This design comes from an exercise in tuning for small area, a short achievable clock period and few clock cycles on the open sky130 flow, not from production work. Function was checked by simulation only, so behaviour that the tests miss may differ from the original. Power and IR drop assume default switching activity.

==> run a: inputs <==
==> flow/design.v <==
package rank_order_encoder_pkg;
  localparam int unsigned IMAGE_SIZE     = 256;
  localparam int unsigned PIXEL_BITS     = 8;
  localparam int unsigned AXI_DATA_WIDTH = 32;
endpackage
module rank_order_img_buf (
  input  logic          clk,
  input  logic [63:0]   wsel,
  input  logic [31:0]   wdata,
  output logic [2047:0] img
);
  always_ff @(posedge clk) begin
    for (int w = 0; w < 64; w++) begin
      if (wsel[w]) img[w*32 +: 32] <= wdata;
    end
  end
endmodule
module rank_order_encoder (
  input  logic        CLK,
  input  logic        RST_N,
  input  logic [31:0] S_TDATA,
  input  logic        S_TVALID,
  output logic        S_TREADY,
  input  logic        S_TLAST,
  input  logic [7:0]  EVT_LIMIT,
  output logic [7:0]  AEROUT_ADDR,
  output logic        AEROUT_REQ,
  input  logic        AEROUT_ACK,
  output logic        BUSY,
  output logic        DONE,
  output logic        FRAME_ERR
);
  function automatic logic [9:0] find_low(input logic [255:0] v);
    logic [255:0]   val, mul;
    logic [2047:0]  idx;
    val = v;
    mul = '0;
    idx = '0;
    for (int l = 0; l < 8; l++) begin
      for (int i = 0; i < (128 >> l); i++) begin
        idx[i*8 +: 8] = val[2*i] ? idx[2*i*8 +: 8] : (idx[(2*i+1)*8 +: 8] | 8'(1 << l));
        mul[i]        = mul[2*i] | mul[2*i+1] | (val[2*i] & val[2*i+1]);
        val[i]        = val[2*i] | val[2*i+1];
      end
    end
    find_low = {mul[0], val[0], idx[7:0]};
  endfunction
  function automatic logic [7:0] find_high(input logic [127:0] v);
    logic [127:0]   val;
    logic [895:0]   idx;
    val = v;
    idx = '0;
    for (int l = 0; l < 7; l++) begin
      for (int i = 0; i < (64 >> l); i++) begin
        idx[i*7 +: 7] = val[2*i+1] ? (idx[(2*i+1)*7 +: 7] | 7'(1 << l)) : idx[2*i*7 +: 7];
        val[i]        = val[2*i] | val[2*i+1];
      end
    end
    find_high = {val[0], idx[6:0]};
  endfunction
  logic [5:0]   wcnt_q;      
  logic         busy_q;      
  logic         srch_q;      
  logic         init_q;      
  logic         mv_q;        
  logic         more_q;      
  logic         odd_q;       
  logic         even_q;      
  logic         fin_q;       
  logic [6:0]   nxt_q;       
  logic         nv_q;        
  logic [255:0] match_q;     
  logic [7:0]   rem_q;       
  logic [127:0] lvl_map_q;   
  logic         pend_q;      
  logic         armed_q;     
  logic [7:0]   addr_q;      
  logic         clr_q;       
  logic         ferr_q;
  logic         rdy_q;       
  logic [63:0]  wsel_q;      
  logic         drdy_q;      
  logic [2047:0] img;
  logic xfer, last_word, first_word;
  assign S_TREADY   = rdy_q;
  assign xfer       = S_TVALID && rdy_q;
  assign last_word  = (wcnt_q == 6'd63);
  assign first_word = (wcnt_q == 6'd0);
  rank_order_img_buf u_img_buf (
    .clk   (CLK),
    .wsel  (wsel_q),
    .wdata (S_TDATA),
    .img   (img)
  );
  logic [127:0] hits;
  logic [15:0]  dec_h [4];
  logic [7:0]   dec_l [4];
  always_comb begin
    for (int k = 0; k < 4; k++) begin
      for (int j = 0; j < 16; j++) dec_h[k][j] = (S_TDATA[k*8+4 +: 4] == 4'(j));
      for (int j = 0; j < 8; j++)  dec_l[k][j] = (S_TDATA[k*8+1 +: 3] == 3'(j));
    end
    for (int j = 0; j < 128; j++) begin
      hits[j] = 1'b0;
      for (int k = 0; k < 4; k++) begin
        hits[j] = hits[j] | (dec_h[k][j/8] & dec_l[k][j%8] & ((j != 0) | S_TDATA[k*8]));
      end
    end
  end
  logic [255:0] cand, eqv, lsb, taken;
  logic [127:0] used;
  logic [9:0]   low_r;
  logic [7:0]   high_r;
  logic         any_odd, any_even;
  always_comb begin
    high_r = find_high(lvl_map_q);
    for (int i = 0; i < 256; i++) begin
      lsb[i] = img[i*8];
      eqv[i] = (img[i*8+1 +: 7] == nxt_q);
    end
    any_odd  = |(eqv & lsb);
    any_even = |(eqv & ~lsb) && (nxt_q != 7'd0);      
    cand     = match_q & (lsb | {256{!odd_q}});
    low_r    = find_low(cand);
    for (int i = 0; i < 256; i++) taken[i] = clr_q && (addr_q == 8'(i));
    for (int j = 0; j < 128; j++) used[j]  = (nxt_q == 7'(j));
  end
  logic ack_ev, avail, take, step, load, run;
  assign ack_ev = pend_q && armed_q && AEROUT_ACK;
  assign avail  = !pend_q || ack_ev;
  assign run    = srch_q && !init_q;
  assign step   = run && (!mv_q || !more_q);             
  assign load   = step && !(mv_q && even_q);             
  assign take   = run && mv_q && more_q && avail;        
  assign DONE = drdy_q && !AEROUT_ACK;
  logic [5:0] wcnt_d;
  logic       busy_d, srch_d, fin_d, pend_d, armed_d, ferr_d, rdy_d;
  always_comb begin
    wcnt_d  = wcnt_q;
    busy_d  = busy_q;
    srch_d  = srch_q;
    fin_d   = fin_q;
    pend_d  = pend_q;
    armed_d = armed_q;
    ferr_d  = 1'b0;
    if (xfer) begin
      if (S_TLAST && last_word) begin
        wcnt_d = '0;
        busy_d = 1'b1;
        srch_d = 1'b1;
        fin_d  = 1'b0;
      end else if (S_TLAST || last_word) begin
        wcnt_d = '0;
        ferr_d = 1'b1;
      end else begin
        wcnt_d = wcnt_q + 6'd1;
      end
    end
    if (DONE) begin
      busy_d = 1'b0;
      fin_d  = 1'b0;
    end
    if ((load && !nv_q) || (take && (rem_q == 8'd1))) begin
      srch_d = 1'b0;
      fin_d  = 1'b1;
    end
    if (take) begin
      pend_d  = 1'b1;
      armed_d = 1'b0;
    end else if (ack_ev) begin
      pend_d  = 1'b0;
      armed_d = 1'b0;
    end else if (pend_q && !AEROUT_ACK) begin
      armed_d = 1'b1;
    end
    rdy_d = !busy_d || (fin_d && (wcnt_d != 6'd63));
  end
  always_ff @(posedge CLK) begin
    if (!RST_N) begin
      wcnt_q  <= '0;
      busy_q  <= 1'b0;
      srch_q  <= 1'b0;
      fin_q   <= 1'b0;
      pend_q  <= 1'b0;
      armed_q <= 1'b0;
      ferr_q  <= 1'b0;
      rdy_q   <= 1'b1;
      wsel_q  <= 64'd1;
      drdy_q  <= 1'b0;
    end else begin
      wcnt_q  <= wcnt_d;
      busy_q  <= busy_d;
      srch_q  <= srch_d;
      fin_q   <= fin_d;
      pend_q  <= pend_d;
      armed_q <= armed_d;
      ferr_q  <= ferr_d;
      rdy_q   <= rdy_d;
      for (int w = 0; w < 64; w++) wsel_q[w] <= rdy_d && (wcnt_d == 6'(w));
      drdy_q  <= busy_d && fin_d && !pend_d;
    end
  end
  always_ff @(posedge CLK) begin
    lvl_map_q <= (lvl_map_q & ~{128{xfer && first_word}} & ~(used & {128{load}}))
               | (hits & {128{xfer}});
  end
  always_ff @(posedge CLK) begin
    if (load) match_q <= eqv;
    else      match_q <= match_q & ~taken;
  end
  always_ff @(posedge CLK) begin
    nxt_q  <= high_r[6:0];
    nv_q   <= high_r[7];
    init_q <= 1'b0;
    clr_q  <= take;
    if (xfer && S_TLAST && last_word) begin
      init_q <= 1'b1;
      mv_q   <= 1'b0;
      rem_q  <= EVT_LIMIT;
    end
    if (step && !load) begin                           
      odd_q  <= 1'b0;
      even_q <= 1'b0;
      more_q <= 1'b1;
    end else if (load) begin
      mv_q   <= 1'b1;
      odd_q  <= any_odd;
      even_q <= any_odd && any_even;
      more_q <= 1'b1;                                  
    end
    if (take) begin
      addr_q <= low_r[7:0];
      more_q <= low_r[9];
      if (rem_q != 8'd0) rem_q <= rem_q - 8'd1;
    end
  end
  assign AEROUT_REQ  = pend_q && !AEROUT_ACK;
  assign AEROUT_ADDR = addr_q;
  assign BUSY        = busy_q;
  assign FRAME_ERR   = ferr_q;
endmodule
==> flow/run.sh <==
#!/bin/bash
# synth_recipe.tcl (not shown) runs the flow's synth.tcl, then flattens the netlist and writes it again
# the make line also repeats each setting of config.mk as NAME=value (left out here)
make -C /OpenROAD-flow-scripts/flow DESIGN_CONFIG=/design/flow/config.mk WORK_HOME=/design/flow/orfs CLKGATE_MAP_FILE= SYNTH_SCRIPT=/design/flow/synth_recipe.tcl finish
==> flow/config.mk <==
export PLATFORM = sky130hd
export DESIGN_NAME = rank_order_encoder
export DESIGN_NICKNAME = rank_order_encoder
export VERILOG_FILES = /design/flow/design.v
export SDC_FILE = /design/flow/constraint.sdc
export NUM_CORES = 4
export LEC_CHECK = 0
export ABC_CLOCK_PERIOD_IN_PS = 4000
export CAP_MARGIN = 30
export CORE_MARGIN = 2
export CORE_UTILIZATION = 55
export CTS_CLUSTER_DIAMETER = 80
export CTS_CLUSTER_SIZE = 30
export SETUP_SLACK_MARGIN = 5.0
export SLEW_MARGIN = 30
==> flow/constraint.sdc <==
create_clock -name core_clock -period 9.0 [get_ports {CLK}]
set_input_delay 1.8000 -clock core_clock [delete_from_list [all_inputs] [get_ports {CLK}]]
set_output_delay 1.8000 -clock core_clock [all_outputs]
set_load 0.01 [all_outputs]
==> run b: changes against run a <==
--- a/flow/design.v
+++ b/flow/design.v
@@ -65,6 +65,7 @@
   logic         mv_q;        
   logic         more_q;      
   logic         odd_q;       
+  logic         evn_q;       
   logic         even_q;      
   logic         fin_q;       
   logic [6:0]   nxt_q;       
@@ -78,17 +79,18 @@
   logic         clr_q;       
   logic         ferr_q;
   logic         rdy_q;       
-  logic [63:0]  wsel_q;      
   logic         drdy_q;      
   logic [2047:0] img;
   logic xfer, last_word, first_word;
+  logic [63:0] wsel;
   assign S_TREADY   = rdy_q;
+  always_comb for (int w = 0; w < 64; w++) wsel[w] = rdy_q && (wcnt_q == 6'(w));
   assign xfer       = S_TVALID && rdy_q;
   assign last_word  = (wcnt_q == 6'd63);
   assign first_word = (wcnt_q == 6'd0);
   rank_order_img_buf u_img_buf (
     .clk   (CLK),
-    .wsel  (wsel_q),
+    .wsel  (wsel),
     .wdata (S_TDATA),
     .img   (img)
   );
@@ -120,7 +122,7 @@
     end
     any_odd  = |(eqv & lsb);
     any_even = |(eqv & ~lsb) && (nxt_q != 7'd0);      
-    cand     = match_q & (lsb | {256{!odd_q}});
+    cand     = match_q & (lsb | {{128{evn_q}}, {128{!odd_q}}});
     low_r    = find_low(cand);
     for (int i = 0; i < 256; i++) taken[i] = clr_q && (addr_q == 8'(i));
     for (int j = 0; j < 128; j++) used[j]  = (nxt_q == 7'(j));
@@ -185,7 +187,6 @@
       armed_q <= 1'b0;
       ferr_q  <= 1'b0;
       rdy_q   <= 1'b1;
-      wsel_q  <= 64'd1;
       drdy_q  <= 1'b0;
     end else begin
       wcnt_q  <= wcnt_d;
@@ -196,7 +197,6 @@
       armed_q <= armed_d;
       ferr_q  <= ferr_d;
       rdy_q   <= rdy_d;
-      for (int w = 0; w < 64; w++) wsel_q[w] <= rdy_d && (wcnt_d == 6'(w));
       drdy_q  <= busy_d && fin_d && !pend_d;
     end
   end
@@ -220,11 +220,13 @@
     end
     if (step && !load) begin                           
       odd_q  <= 1'b0;
+      evn_q  <= 1'b1;
       even_q <= 1'b0;
       more_q <= 1'b1;
     end else if (load) begin
       mv_q   <= 1'b1;
       odd_q  <= any_odd;
+      evn_q  <= !any_odd;
       even_q <= any_odd && any_even;
       more_q <= 1'b1;                                  
     end
- ABC_AREA: not set -> 1
- CORE_UTILIZATION: 55 -> 65
==> run c: changes against run a <==
--- a/flow/design.v
+++ b/flow/design.v
@@ -78,17 +78,18 @@
   logic         clr_q;       
   logic         ferr_q;
   logic         rdy_q;       
-  logic [63:0]  wsel_q;      
   logic         drdy_q;      
   logic [2047:0] img;
   logic xfer, last_word, first_word;
+  logic [63:0] wsel;
   assign S_TREADY   = rdy_q;
+  always_comb for (int w = 0; w < 64; w++) wsel[w] = rdy_q && (wcnt_q == 6'(w));
   assign xfer       = S_TVALID && rdy_q;
   assign last_word  = (wcnt_q == 6'd63);
   assign first_word = (wcnt_q == 6'd0);
   rank_order_img_buf u_img_buf (
     .clk   (CLK),
-    .wsel  (wsel_q),
+    .wsel  (wsel),
     .wdata (S_TDATA),
     .img   (img)
   );
@@ -185,7 +186,6 @@
       armed_q <= 1'b0;
       ferr_q  <= 1'b0;
       rdy_q   <= 1'b1;
-      wsel_q  <= 64'd1;
       drdy_q  <= 1'b0;
     end else begin
       wcnt_q  <= wcnt_d;
@@ -196,7 +196,6 @@
       armed_q <= armed_d;
       ferr_q  <= ferr_d;
       rdy_q   <= rdy_d;
-      for (int w = 0; w < 64; w++) wsel_q[w] <= rdy_d && (wcnt_d == 6'(w));
       drdy_q  <= busy_d && fin_d && !pend_d;
     end
   end
- ABC_AREA: not set -> 1
- CORE_UTILIZATION: 55 -> 60
- CTS_CLUSTER_DIAMETER: 80 -> 60
- CTS_CLUSTER_SIZE: 30 -> 25
==> run d: changes against run a <==
--- a/flow/design.v
+++ b/flow/design.v
@@ -78,17 +78,18 @@
   logic         clr_q;       
   logic         ferr_q;
   logic         rdy_q;       
-  logic [63:0]  wsel_q;      
   logic         drdy_q;      
   logic [2047:0] img;
   logic xfer, last_word, first_word;
+  logic [63:0] wsel;
   assign S_TREADY   = rdy_q;
+  always_comb for (int w = 0; w < 64; w++) wsel[w] = rdy_q && (wcnt_q == 6'(w));
   assign xfer       = S_TVALID && rdy_q;
   assign last_word  = (wcnt_q == 6'd63);
   assign first_word = (wcnt_q == 6'd0);
   rank_order_img_buf u_img_buf (
     .clk   (CLK),
-    .wsel  (wsel_q),
+    .wsel  (wsel),
     .wdata (S_TDATA),
     .img   (img)
   );
@@ -185,7 +186,6 @@
       armed_q <= 1'b0;
       ferr_q  <= 1'b0;
       rdy_q   <= 1'b1;
-      wsel_q  <= 64'd1;
       drdy_q  <= 1'b0;
     end else begin
       wcnt_q  <= wcnt_d;
@@ -196,7 +196,6 @@
       armed_q <= armed_d;
       ferr_q  <= ferr_d;
       rdy_q   <= rdy_d;
-      for (int w = 0; w < 64; w++) wsel_q[w] <= rdy_d && (wcnt_d == 6'(w));
       drdy_q  <= busy_d && fin_d && !pend_d;
     end
   end
- ABC_AREA: not set -> 1
- CORE_UTILIZATION: 55 -> 65
==> comparison <==
- Between run d and run a, the lower synthesized area is in run a (gap about 0.8%, measured against run a).
- Run d went through all stages and came out clean. Run c finished clean. Run a completed without violations. Run b went through all stages and came out clean.
- Sequential power is about the same in run a and run d.
- The highest design area belongs to run a, the lowest to run d.
- In run c the worst hold slack is worse than in run a, by 30 ps.
Testbench counts of run a, summed over its fixed seeds: cycles 14,357.
Testbench counts of run b, summed over its fixed seeds: cycles 14,357.
Testbench counts of run c, summed over its fixed seeds: cycles 14,357.
Testbench counts of run d, summed over its fixed seeds: cycles 14,357.

## what the ideal ports hide
No port has a modelled driver above. Below, the same layouts with a new extraction and two added sets of constraints. Step 1 (the two cells are an assumption about what drives the block):
set clk [get_ports {CLK}]
set_driving_cell -lib_cell sky130_fd_sc_hd__clkbuf_16 $clk
set_driving_cell -lib_cell sky130_fd_sc_hd__buf_2 [delete_from_list [all_inputs] $clk]
Step 2 moves the port delays by t, midway between the first and last clock arrival at a register: inputs arrive t later, outputs are due t later. That takes back most of the time a late clock gives input paths. Three values: ideal ports, drivers, drivers and shift; two values: the first two.
run | t (ns) | slack for setup (ns) | worst slew at a driven data input, ns
run a | 1.006 | 4.658 / 4.658 / 3.983 | 0.17
run b | 0.932 | 4.811 / 4.811 / 4.027 | 0.10
run c | 0.961 | 4.366 / 4.366 / 3.997 | 0.07
run d | 0.925 | 4.708 / 4.708 / 4.128 | 0.09
After both steps every run listed still meets setup and hold. For run b, which loses most, drivers alone change the setup slack by 0.000 ns; drivers and shift together by -0.784 ns.
